This design comes from an exercise in tuning for small area, a short achievable clock period and few clock cycles per item on the open sky130 flow, not from production work.
Where RTL was checked, it was by simulation tests only, not by an equivalence proof against the original.
No activity file was given, so power comes from the tool's default toggle rates.

==> v8: inputs <==
// pid_core_mc
module pid_core_mc #(
  parameter int N_CH      = 8,
  parameter int W_CH      = 3,
  parameter int W_IN      = 18,
  parameter int W_OUT     = 32,
  parameter int W_EP      = 16,
  parameter int LIM_SHIFT = 16
) (
  input  logic                    clk_in,
  input  logic                    reset_n_in,
  input  logic signed [W_IN-1:0]  data_in,
  input  logic [W_CH-1:0]         data_chan_in,
  input  logic                    data_valid_in,
  output logic                    data_ready_out,
  input  logic                    param_wr_in,
  input  logic [W_CH-1:0]         param_chan_in,
  input  logic [2:0]              param_addr_in,
  input  logic signed [W_EP-1:0]  param_data_in,
  input  logic                    update_en_in,
  input  logic                    update_in,
  input  logic                    clear_in,
  input  logic [W_CH-1:0]         clear_chan_in,
  output logic signed [W_OUT-1:0] data_out,
  output logic [W_CH-1:0]         data_chan_out,
  output logic                    data_valid_out
);
Settings: LEC_CHECK=0, ABC_CLOCK_PERIOD_IN_PS=6000, CAP_MARGIN=20, CORE_MARGIN=2, CORE_UTILIZATION=40, SLEW_MARGIN=20; clock period 15.0 ns.
standard.sh (not shown) runs the stock make flow with config.mk's settings and CLKGATE_MAP_FILE= SYNTH_SCRIPT=/design/flow/synth_recipe.tcl, a recipe that flattens the netlist after the stock synthesis.
==> flow/flow/run.sh <==
#!/bin/bash
set -euo pipefail
bash standard.sh SETUP_SLACK_MARGIN=8.5 finish > standard_flow.log 2>&1
==> inputs of v39, as changes to v8 <==
--- a/flow/design.v
+++ b/flow/design.v
@@ -2980,17 +2980,19 @@
   logic signed [W_IN-1:0] a_x;
   logic [W_CH-1:0]        a_ch, a_clr_ch, a_wr_ch;
   logic [N_CH-1:0]        a_oh;
   logic [2:0]             a_wr_addr;
   logic [W_EP-1:0]        a_wr_data;
   assign data_ready_out = reset_n_in;
+  logic a_ok;
+  assign a_ok = !a_rst;
   always_ff @(posedge clk_in) begin
-    a_vld <= reset_n_in && data_valid_in;
-    a_clr <= reset_n_in && clear_in;
-    a_upd <= reset_n_in && update_in && update_en_in;
-    a_wr  <= reset_n_in && param_wr_in;
+    a_vld <= data_valid_in;
+    a_clr <= clear_in;
+    a_upd <= update_in && update_en_in;
+    a_wr  <= param_wr_in;
     a_rst <= !reset_n_in;
     a_x       <= data_in;
     a_ch      <= data_chan_in;
     for (int c = 0; c < N_CH; c++) a_oh[c] <= data_chan_in == W_CH'(c);
     a_clr_ch  <= clear_chan_in;
     a_wr_ch   <= param_chan_in;
@@ -3022,17 +3024,17 @@
     if (a_rst) begin
       v_sh   <= '0;
       v_ac   <= '0;
       pol_sh <= '0;
       pol_ac <= '0;
     end else begin
-      if (a_upd) begin
+      if (a_upd && a_ok) begin
         v_ac   <= v_sh;
         pol_ac <= pol_sh;
       end
-      if (a_wr) begin
+      if (a_wr && a_ok) begin
         if (a_wr_addr == pid_mc_pkg::ADDR_POL) pol_sh[a_wr_ch] <= a_wr_data[0];
         else if (a_wr_addr != 3'd7) v_sh[a_wr_ch][a_wr_addr] <= 1'b1;
       end
     end
   end
   logic [N_CH-1:0][WE-1:0] e1_h, e2_h;
@@ -3108,14 +3110,13 @@
   logic signed [WE:0]     c_d1;
   logic signed [WE-1:0]   c_e;
   logic signed [WE+1:0]   c_d2;
   logic signed [W_EP-1:0] c_mn, c_mx;
   logic                   c_hz;
   always_ff @(posedge clk_in) begin
-    if (!reset_n_in) c_vld <= 1'b0;
-    else             c_vld <= a_vld;
+    c_vld   <= a_vld && a_ok;
     c_ch    <= a_ch;
     c_hz    <= |(a_oh & hz);
     c_one   <= b_bone;
     c_two   <= b_btwo;
     c_neg   <= b_bneg;
     c_e     <= b_e;
@@ -3133,44 +3134,46 @@
     .sum_a(c_sa), .sum_b(c_sb)
   );
   logic [N_CH-1:0][W_OUT-1:0] u_h;
   logic [N_CH-1:0]        c_oh;
   logic [W_OUT-1:0]       c_up;
   logic                   c_hit;
+  logic                   e_vld;     
   always_comb begin
     for (int c = 0; c < N_CH; c++) c_oh[c] = c_ch == W_CH'(c);
-    c_hit = data_valid_out && data_chan_out == c_ch;
+    c_hit = e_vld && a_ok && data_chan_out == c_ch;
     c_up  = '0;
     for (int c = 0; c < N_CH; c++) c_up = c_up | ({W_OUT{c_oh[c]}} & u_h[c]);
     if (c_hit) c_up = data_out;
     if (c_hz)  c_up = '0;
   end
   logic                   d_vld, d_fwd, d_inv, d_mxdef;
   logic [W_CH-1:0]        d_ch;
   logic [WS-1:0]          d_sa, d_sb;
   logic signed [W_EP-1:0] d_mn, d_mx;
   logic [W_OUT-1:0]       d_up;
   always_ff @(posedge clk_in) begin
-    if (!reset_n_in) d_vld <= 1'b0;
-    else             d_vld <= c_vld;
+    d_vld   <= c_vld && a_ok;
     d_ch    <= c_ch;
-    d_fwd   <= d_vld && d_ch == c_ch && !c_hz;
+    d_fwd   <= d_vld && a_ok && d_ch == c_ch && !c_hz;
     d_up    <= c_up;
     d_inv   <= c_inv;
     d_mxdef <= c_mxdef;
     d_mn    <= c_mn;
     d_mx    <= c_mx;
     d_sa    <= c_sa;
     d_sb    <= c_sb;
   end
   logic signed [W_OUT-1:0]    d_u, d_lo, d_hi;
   logic [WS-1:0]              d_s, d_upx, d_cs, d_cc;
+  logic signed [W_OUT-1:0]    d_upv;
   logic signed [WS-LIM_SHIFT-1:0] d_shi, d_m;
   logic                       d_gt, d_lt;
   always_comb begin
-    d_upx = WS'($signed(d_fwd ? data_out : d_up));
+    d_upv = d_fwd ? data_out : d_up;
+    d_upx = WS'(d_upv);
     d_cs  = d_upx ^ d_sa ^ d_sb;
     d_cc  = {((d_upx[WS-2:0] & d_sa[WS-2:0]) | (d_upx[WS-2:0] & d_sb[WS-2:0]) |
               (d_sa[WS-2:0] & d_sb[WS-2:0])), 1'b0};
     d_s   = d_cs + d_cc;
     d_shi = d_s[WS-1:LIM_SHIFT];
     d_m  = d_mxdef ? (WS-LIM_SHIFT)'({1'b0, {(W_EP-1){1'b1}}}) : (WS-LIM_SHIFT)'(d_mx);
@@ -3181,15 +3184,15 @@
     if (d_inv || d_gt) d_u = d_hi;
     else if (d_lt)     d_u = d_lo;
     else               d_u = d_s[W_OUT-1:0];
   end
   always_ff @(posedge clk_in) begin
     for (int c = 0; c < N_CH; c++)
-      if (data_valid_out && data_chan_out == W_CH'(c)) u_h[c] <= data_out;
+      if (e_vld && data_chan_out == W_CH'(c)) u_h[c] <= data_out;
   end
+  assign data_valid_out = e_vld && a_ok;
   always_ff @(posedge clk_in) begin
-    if (!reset_n_in) data_valid_out <= 1'b0;
-    else             data_valid_out <= d_vld;
+    e_vld         <= d_vld && a_ok;
     data_out      <= d_u;
     data_chan_out <= d_ch;
   end
 endmodule
==> flow/flow/run.sh (replaced) <==
#!/bin/bash
set -euo pipefail
bash standard.sh SETUP_SLACK_MARGIN=8.8 finish > standard_flow.log 2>&1
Settings changed: CORE_UTILIZATION 40 to 55, CTS_BUF_LIST set to sky130_fd_sc_hd__clkbuf_8.
==> qor summary <==
Layout cell share with drive strength beyond 1: v8 0.08725; v39 0.1138
Result of the run: v8 complete, no violations; v39 complete, no violations
Final-stage net count: v8 9,301; v39 9,538
Non-clock buffer share: v8 0.02032; v39 0.02472
Post-Place Cells: v8 12,170; v39 11,150
Count of distinct cell types in the synthesized netlist: v8 72; v39 73
Placed cell area: v8 125,100 sq um; v39 124,100 sq um
CP Data Required Time: v8 12,000 ps; v39 15,980 ps
Fin Hold WS: v8 326.3 ps; v39 292.0 ps
Share of synthesized cell area in and, or, nand and nor gates: v8 0.04071; v39 0.03979
Vias: v8 74,830; v39 76,390
Die width: v8 550.7 um; v39 470.5 um
Floorplan core area: v8 297,000 sq um; v39 216,700 sq um
Testbench counts of v39, summed over its fixed seeds: cycles 6,432, items 6,400.
Only the layout flow was run in v8; the RTL was not checked for function there.

---

==> juniper <==
pid_core_mc, a different RTL version from the one above (not shown whole).
==> flow/config.mk <==
export PLATFORM = sky130hd
export DESIGN_NAME = pid_core_mc
export DESIGN_NICKNAME = pid_core_mc
export VERILOG_FILES = /design/flow/design.v
export SDC_FILE = /design/flow/constraint.sdc
export NUM_CORES = 4
export LEC_CHECK = 0
export ABC_CLOCK_PERIOD_IN_PS = 6000
export CAP_MARGIN = 20
export CORE_MARGIN = 2
export CORE_UTILIZATION = 55
export CTS_CLUSTER_DIAMETER = 60
export CTS_CLUSTER_SIZE = 20
export SLEW_MARGIN = 20
==> flow/constraint.sdc <==
create_clock -name core_clock -period 15.0 [get_ports {clk_in}]
set_input_delay 3.0000 -clock core_clock [delete_from_list [all_inputs] [get_ports {clk_in}]]
set_output_delay 3.0000 -clock core_clock [all_outputs]
set_load 0.01 [all_outputs]
==> flow/flow/run.sh <==
#!/bin/bash
set -euo pipefail
bash standard.sh SETUP_SLACK_MARGIN=8.85 "BUFFER_PORTS_ARGS=-buffer_cell sky130_fd_sc_hd__buf_4" finish > standard_flow.log 2>&1
==> inputs of lagoon, as changes to juniper <==
--- a/flow/design.v
+++ b/flow/design.v
@@ -2974,33 +2974,31 @@
 );
   localparam int WE = W_IN + 1;    
   localparam int WS = W_OUT + 1;   
   localparam int NP = 6;           
   localparam logic [W_EP-1:0] MN_DEF = {1'b1, {(W_EP-1){1'b0}}};
   logic                   a_vld, a_clr, a_upd, a_wr, a_rst;
   logic signed [W_IN-1:0] a_x;
   logic [W_CH-1:0]        a_ch, a_clr_ch, a_wr_ch;
-  logic [N_CH-1:0]        a_oh;      
-  logic [N_CH-1:0]        a_ohv;     
+  logic [N_CH-1:0]        a_oh;
   logic [2:0]             a_wr_addr;
   logic [W_EP-1:0]        a_wr_data;
   assign data_ready_out = reset_n_in;
   logic a_ok;
   assign a_ok = !a_rst;
   always_ff @(posedge clk_in) begin
     a_vld <= data_valid_in;
     a_clr <= clear_in;
     a_upd <= update_in && update_en_in;
     a_wr  <= param_wr_in;
     a_rst <= !reset_n_in;
     a_x       <= data_in;
     a_ch      <= data_chan_in;
     for (int c = 0; c < N_CH; c++) a_oh[c] <= data_chan_in == W_CH'(c);
-    for (int c = 0; c < N_CH; c++) a_ohv[c] <= data_valid_in && data_chan_in == W_CH'(c);
     a_clr_ch  <= clear_chan_in;
     a_wr_ch   <= param_chan_in;
     a_wr_addr <= param_addr_in;
     a_wr_data <= param_data_in;
   end
   logic [N_CH-1:0][W_EP-1:0] sp_sh, p_sh, i_sh, d_sh, mn_sh, mx_sh;
   logic [N_CH-1:0][W_EP-1:0] sp_ac, p_ac, i_ac, d_ac, mn_ac, mx_ac;
   logic [N_CH-1:0][NP-1:0]   v_sh, v_ac;
@@ -3044,48 +3042,39 @@
   logic [NP-1:0]          bv;
   logic                   b_pol;
   logic signed [W_EP-1:0] b_sp, b_p, b_i, b_d, b_mn, b_mx;
   logic signed [WE-1:0]   b_e, b_e1, b_e2, b_pos, b_neg;
   logic signed [WE:0]     b_d1;
   logic signed [WE+1:0]   b_d2;
   logic [3*W_EP/2-1:0]    b_bone, b_btwo, b_bneg;
   logic [3*W_EP-1:0]      b_g;
-  logic                   b_hz;
   always_comb begin
     bv    = '0;
-    b_hz  = 1'b0;
     b_pol = 1'b0;
     b_sp  = '0;
     b_p   = '0;
     b_i   = '0;
     b_d   = '0;
     b_mn  = '0;
     b_mx  = '0;
     b_e1  = '0;
     b_e2  = '0;
     for (int c = 0; c < N_CH; c++) begin
       bv    = bv    | ({NP{a_oh[c]}} & v_ac[c]);
-      b_hz  = b_hz  | (a_ohv[c] & hz[c]);
       b_pol = b_pol | (a_oh[c] & pol_ac[c]);
-      b_sp  = b_sp  | ({W_EP{a_oh[c]}} & sp_ac[c]);
-      b_p   = b_p   | ({W_EP{a_oh[c]}} & p_ac[c]);
-      b_i   = b_i   | ({W_EP{a_oh[c]}} & i_ac[c]);
-      b_d   = b_d   | ({W_EP{a_oh[c]}} & d_ac[c]);
+      b_sp  = b_sp  | ({W_EP{a_oh[c] & v_ac[c][0]}} & sp_ac[c]);
+      b_p   = b_p   | ({W_EP{a_oh[c] & v_ac[c][1]}} & p_ac[c]);
+      b_i   = b_i   | ({W_EP{a_oh[c] & v_ac[c][2]}} & i_ac[c]);
+      b_d   = b_d   | ({W_EP{a_oh[c] & v_ac[c][3]}} & d_ac[c]);
       b_mn  = b_mn  | ({W_EP{a_oh[c]}} & mn_ac[c]);
       b_mx  = b_mx  | ({W_EP{a_oh[c]}} & mx_ac[c]);
-      b_e1  = b_e1  | ({WE{a_ohv[c]}} & e1_h[c]);
-      b_e2  = b_e2  | ({WE{a_ohv[c]}} & e2_h[c]);
+      b_e1  = b_e1  | ({WE{a_oh[c] & !hz[c]}} & e1_h[c]);
+      b_e2  = b_e2  | ({WE{a_oh[c] & !hz[c]}} & e2_h[c]);
     end
-    b_sp = b_sp & {W_EP{bv[0]}};
-    b_p  = b_p  & {W_EP{bv[1]}};
-    b_i  = b_i  & {W_EP{bv[2]}};
-    b_d  = b_d  & {W_EP{bv[3]}};
-    b_e1 = b_e1 & {WE{!b_hz}};
-    b_e2 = b_e2 & {WE{!b_hz}};
     if (!bv[4]) b_mn = MN_DEF;
     b_pos = b_pol ? WE'(a_x) : WE'(b_sp);
     b_neg = b_pol ? WE'(b_sp) : WE'(a_x);
     b_e   = b_pos - b_neg;
     b_d1  = (WE+1)'(b_pos) - (WE+1)'(b_neg) - (WE+1)'(b_e1);
     b_d2  = (WE+2)'(b_pos) - (WE+2)'(b_neg) - ((WE+2)'(b_e1) <<< 1) + (WE+2)'(b_e2);
     b_g = {b_d, b_i, b_p};
     for (int r = 0; r < 3*W_EP/2; r++) begin
@@ -3095,43 +3084,43 @@
       g0 = (r%(W_EP/2)) == 0 ? 1'b0 : b_g[(r/(W_EP/2))*W_EP + 2*(r%(W_EP/2)) - 1];
       b_bone[r] = g1 ^ g0;
       b_btwo[r] = (g2 & !g1 & !g0) | (!g2 & g1 & g0);
       b_bneg[r] = g2;
     end
   end
   always_ff @(posedge clk_in) begin
     for (int c = 0; c < N_CH; c++) begin
-      if (a_ohv[c]) begin
+      if (a_vld && a_oh[c]) begin
         e1_h[c] <= b_e;
         e2_h[c] <= b_e1;
       end
     end
   end
   always_ff @(posedge clk_in) begin
     if (a_rst) hz <= '1;
     else begin
       for (int c = 0; c < N_CH; c++) begin
-        if (a_ohv[c]) hz[c] <= 1'b0;
+        if (a_vld && a_oh[c]) hz[c] <= 1'b0;
         if (a_clr && a_clr_ch == W_CH'(c)) hz[c] <= 1'b1;
       end
     end
   end
   logic                   c_vld, c_inv, c_mxdef;
   logic [W_CH-1:0]        c_ch;
   logic [3*W_EP/2-1:0]    c_one, c_two, c_neg;
   logic signed [WE:0]     c_d1;
   logic signed [WE-1:0]   c_e;
   logic signed [WE+1:0]   c_d2;
   logic signed [W_EP-1:0] c_mn, c_mx;
   logic                   c_hz;
   always_ff @(posedge clk_in) begin
     c_vld   <= a_vld && a_ok;
     c_ch    <= a_ch;
-    c_hz    <= b_hz;
+    c_hz    <= |(a_oh & hz);
     c_one   <= b_bone;
     c_two   <= b_btwo;
     c_neg   <= b_bneg;
     c_e     <= b_e;
     c_d1    <= b_d1;
     c_d2    <= b_d2;
     c_mn    <= b_mn;
     c_mx    <= b_mx;
@@ -3170,45 +3159,36 @@
     d_inv   <= c_inv;
     d_mxdef <= c_mxdef;
     d_mn    <= c_mn;
     d_mx    <= c_mx;
     d_sa    <= c_sa;
     d_sb    <= c_sb;
   end
   logic signed [W_OUT-1:0]    d_u, d_lo, d_hi;
-  logic [WS-1:0]              d_upx, d_cs, d_cc, d_nvl, d_nvg;
+  logic [WS-1:0]              d_s, d_upx, d_cs, d_cc;
   logic signed [W_OUT-1:0]    d_upv;
-  logic [WS:0]                d_y, d_zl, d_zg;
+  logic signed [WS-LIM_SHIFT-1:0] d_shi, d_m;
   logic                       d_gt, d_lt;
-  function automatic logic [WS:0] csa_sum(input logic [WS-1:0] x, y, z);
-    csa_sum = {1'b0, x ^ y ^ z};
-  endfunction
-  function automatic logic [WS:0] csa_carry(input logic [WS-1:0] x, y, z, input logic cin);
-    csa_carry = {(x & y) | (x & z) | (y & z), cin};
-  endfunction
   always_comb begin
     d_upv = d_fwd ? data_out : d_up;
     d_upx = WS'(d_upv);
     d_cs  = d_upx ^ d_sa ^ d_sb;
     d_cc  = {((d_upx[WS-2:0] & d_sa[WS-2:0]) | (d_upx[WS-2:0] & d_sb[WS-2:0]) |
               (d_sa[WS-2:0] & d_sb[WS-2:0])), 1'b0};
-    d_nvl = {d_mn[W_EP-1], ~d_mn, {LIM_SHIFT{1'b1}}};
-    d_nvg = d_mxdef ? {2'b00, {(WS-2){1'b1}}}
-                    : {d_mx[W_EP-1], ~d_mx, {(LIM_SHIFT-1){1'b1}}, 1'b0};
-    d_y   = {1'b0, d_cs} + {1'b0, d_cc};
-    d_zl  = csa_sum(d_cs, d_cc, d_nvl) + csa_carry(d_cs, d_cc, d_nvl, 1'b1);
-    d_zg  = csa_sum(d_cs, d_cc, d_nvg) + csa_carry(d_cs, d_cc, d_nvg, 1'b1);
-    d_lt  = (d_zl[WS] ^ d_zl[WS-1]) == (d_y[WS] ^ d_y[WS-1]);
-    d_gt  = (d_zg[WS] ^ d_zg[WS-1]) != (d_y[WS] ^ d_y[WS-1]);
-    d_lo  = {d_mn, {LIM_SHIFT{1'b0}}};
-    d_hi  = d_mxdef ? {1'b0, {(W_OUT-1){1'b1}}} : {d_mx, {LIM_SHIFT{1'b0}}};
+    d_s   = d_cs + d_cc;
+    d_shi = d_s[WS-1:LIM_SHIFT];
+    d_m  = d_mxdef ? (WS-LIM_SHIFT)'({1'b0, {(W_EP-1){1'b1}}}) : (WS-LIM_SHIFT)'(d_mx);
+    d_lt = d_shi < (WS-LIM_SHIFT)'(d_mn);
+    d_gt = d_shi > d_m || (!d_mxdef && d_shi == d_m && |d_s[LIM_SHIFT-1:0]);
+    d_lo = {d_mn, {LIM_SHIFT{1'b0}}};
+    d_hi = d_mxdef ? {1'b0, {(W_OUT-1){1'b1}}} : {d_mx, {LIM_SHIFT{1'b0}}};
     if (d_inv || d_gt) d_u = d_hi;
     else if (d_lt)     d_u = d_lo;
-    else               d_u = d_y[W_OUT-1:0];
+    else               d_u = d_s[W_OUT-1:0];
   end
   always_ff @(posedge clk_in) begin
     for (int c = 0; c < N_CH; c++)
       if (e_vld && data_chan_out == W_CH'(c)) u_h[c] <= data_out;
   end
   assign data_valid_out = e_vld && a_ok;
   always_ff @(posedge clk_in) begin
     e_vld         <= d_vld && a_ok;
==> flow/flow/run.sh (replaced) <==
#!/bin/bash
set -euo pipefail
bash standard.sh SETUP_SLACK_MARGIN=8.5 finish > standard_flow.log 2>&1
- CORE_UTILIZATION: 55 -> 40
- CTS_CLUSTER_DIAMETER: 60 -> unset
- CTS_CLUSTER_SIZE: 20 -> unset
==> inputs of amber, as changes to juniper <==
- CORE_UTILIZATION: 55 -> 62
- CTS_CLUSTER_DIAMETER: 60 -> 75
- CTS_CLUSTER_SIZE: 20 -> 26
==> comparison table <==
                                                                                  amber                   lagoon                 juniper
Outcome                                                          timing/DRC/antenna clean  timing/DRC/antenna clean  timing/DRC/antenna clean
Hold path endpoint                                                        d_mn[6]$_DFF_P_         d_mx[10]$_DFF_P_         d_mn[3]$_DFF_P_
R2R Setup Slk                                                                     9.06 ns                  8.59 ns                 9.03 ns
Reported sequential group power                                                   8.93 mW                  8.65 mW                 8.90 mW
Fraction of power consumed by sequential logic                                      0.576                    0.504                   0.548
Slowest Stage Delay on Critical Path                                              0.11 ns                  0.53 ns                 0.11 ns
Worst Path Required                                                              12.00 ns                 15.70 ns                12.00 ns
Count of flip-flops and latches                                                      2627                     2619                    2627
Area of the multi-input gates                                                   43800 um2                42700 um2               43800 um2
Max Root-Sink Buffers                                                                   3                        4                       3
Critical Path Sink                                                         data_ready_out     data_out[31]$_DFF_P_          data_ready_out
Power attributed to the clock group                                               4.45 mW                  6.78 mW                 5.19 mW
Slew at the pin closest to its max-slew limit                                     1.26 ns                  1.26 ns                 1.19 ns
Number of antenna violations at the first check in global routing                      16                       19                      16
Cell count after placement                                                          11600                    12200                   11900
Combinational Power Share                                                           0.137                    0.101                   0.133
Share of final layout cell area taken by non-clock buffers                         0.0157                   0.0215                  0.0166
Average cell area after synthesis                                                13.1 um2                 14.0 um2                13.1 um2
Worst flop-to-flop path startpoint                                        a_oh[7]$_DFF_P_            d_fwd$_DFF_P_         a_oh[5]$_DFF_P_
Power density normalized to cell area                                          119 nW/um2               127 nW/um2              123 nW/um2
Count of mapped cells out of synthesis                                               9310                     8555                    9310
Critical-path cell with the highest stage delay                    sky130_fd_sc_hd__buf_6  sky130_fd_sc_hd__or4b_4  sky130_fd_sc_hd__buf_6
Testbench counts of juniper, summed over its fixed seeds: cycles 6,432, items 6,400.
Testbench counts of lagoon, summed over its fixed seeds: cycles 6,432, items 6,400.
Testbench counts of amber, summed over its fixed seeds: cycles 6,432, items 6,400.

## separate check: timing with driven ports
In the flow no input, the clock included, has a driving cell. The finished layouts below were timed again as built, in two steps.
Step 1: set_driving_cell puts a clkbuf_16 on clk_in and a buf_2 on each other input, an assumption about the parent block.
Step 2 moves the port delays by t, midway between the first and last clock arrival at a register: inputs arrive t later, outputs are due t later. That takes back most of the time a late clock gives input paths.
a / b / c = ideal ports / drivers / drivers and shift; a / b = the first two.
run	t (ns)	slack for setup (ns)	hold WS [ns]	worst register clock-pin slew, ns
v8	0.956	8.591 / 8.569 / 8.569	0.326 / 0.326 / 0.326	0.07 / 0.07
v39	1.192	8.719 / 8.719 / 8.719	0.292 / 0.292 / 0.292	0.07 / 0.07
juniper	0.945	8.797 / 8.749 / 8.749	0.326 / 0.326 / 0.326	0.09 / 0.09
lagoon	0.954	8.588 / 8.588 / 8.588	0.316 / 0.316 / 0.316	0.07 / 0.07
amber	0.916	8.799 / 8.763 / 8.763	0.333 / 0.333 / 0.333	0.10 / 0.10
After both steps every run listed still meets setup and hold. For juniper, which loses most, drivers alone change the setup slack by -0.048 ns; drivers and shift together by -0.048 ns.
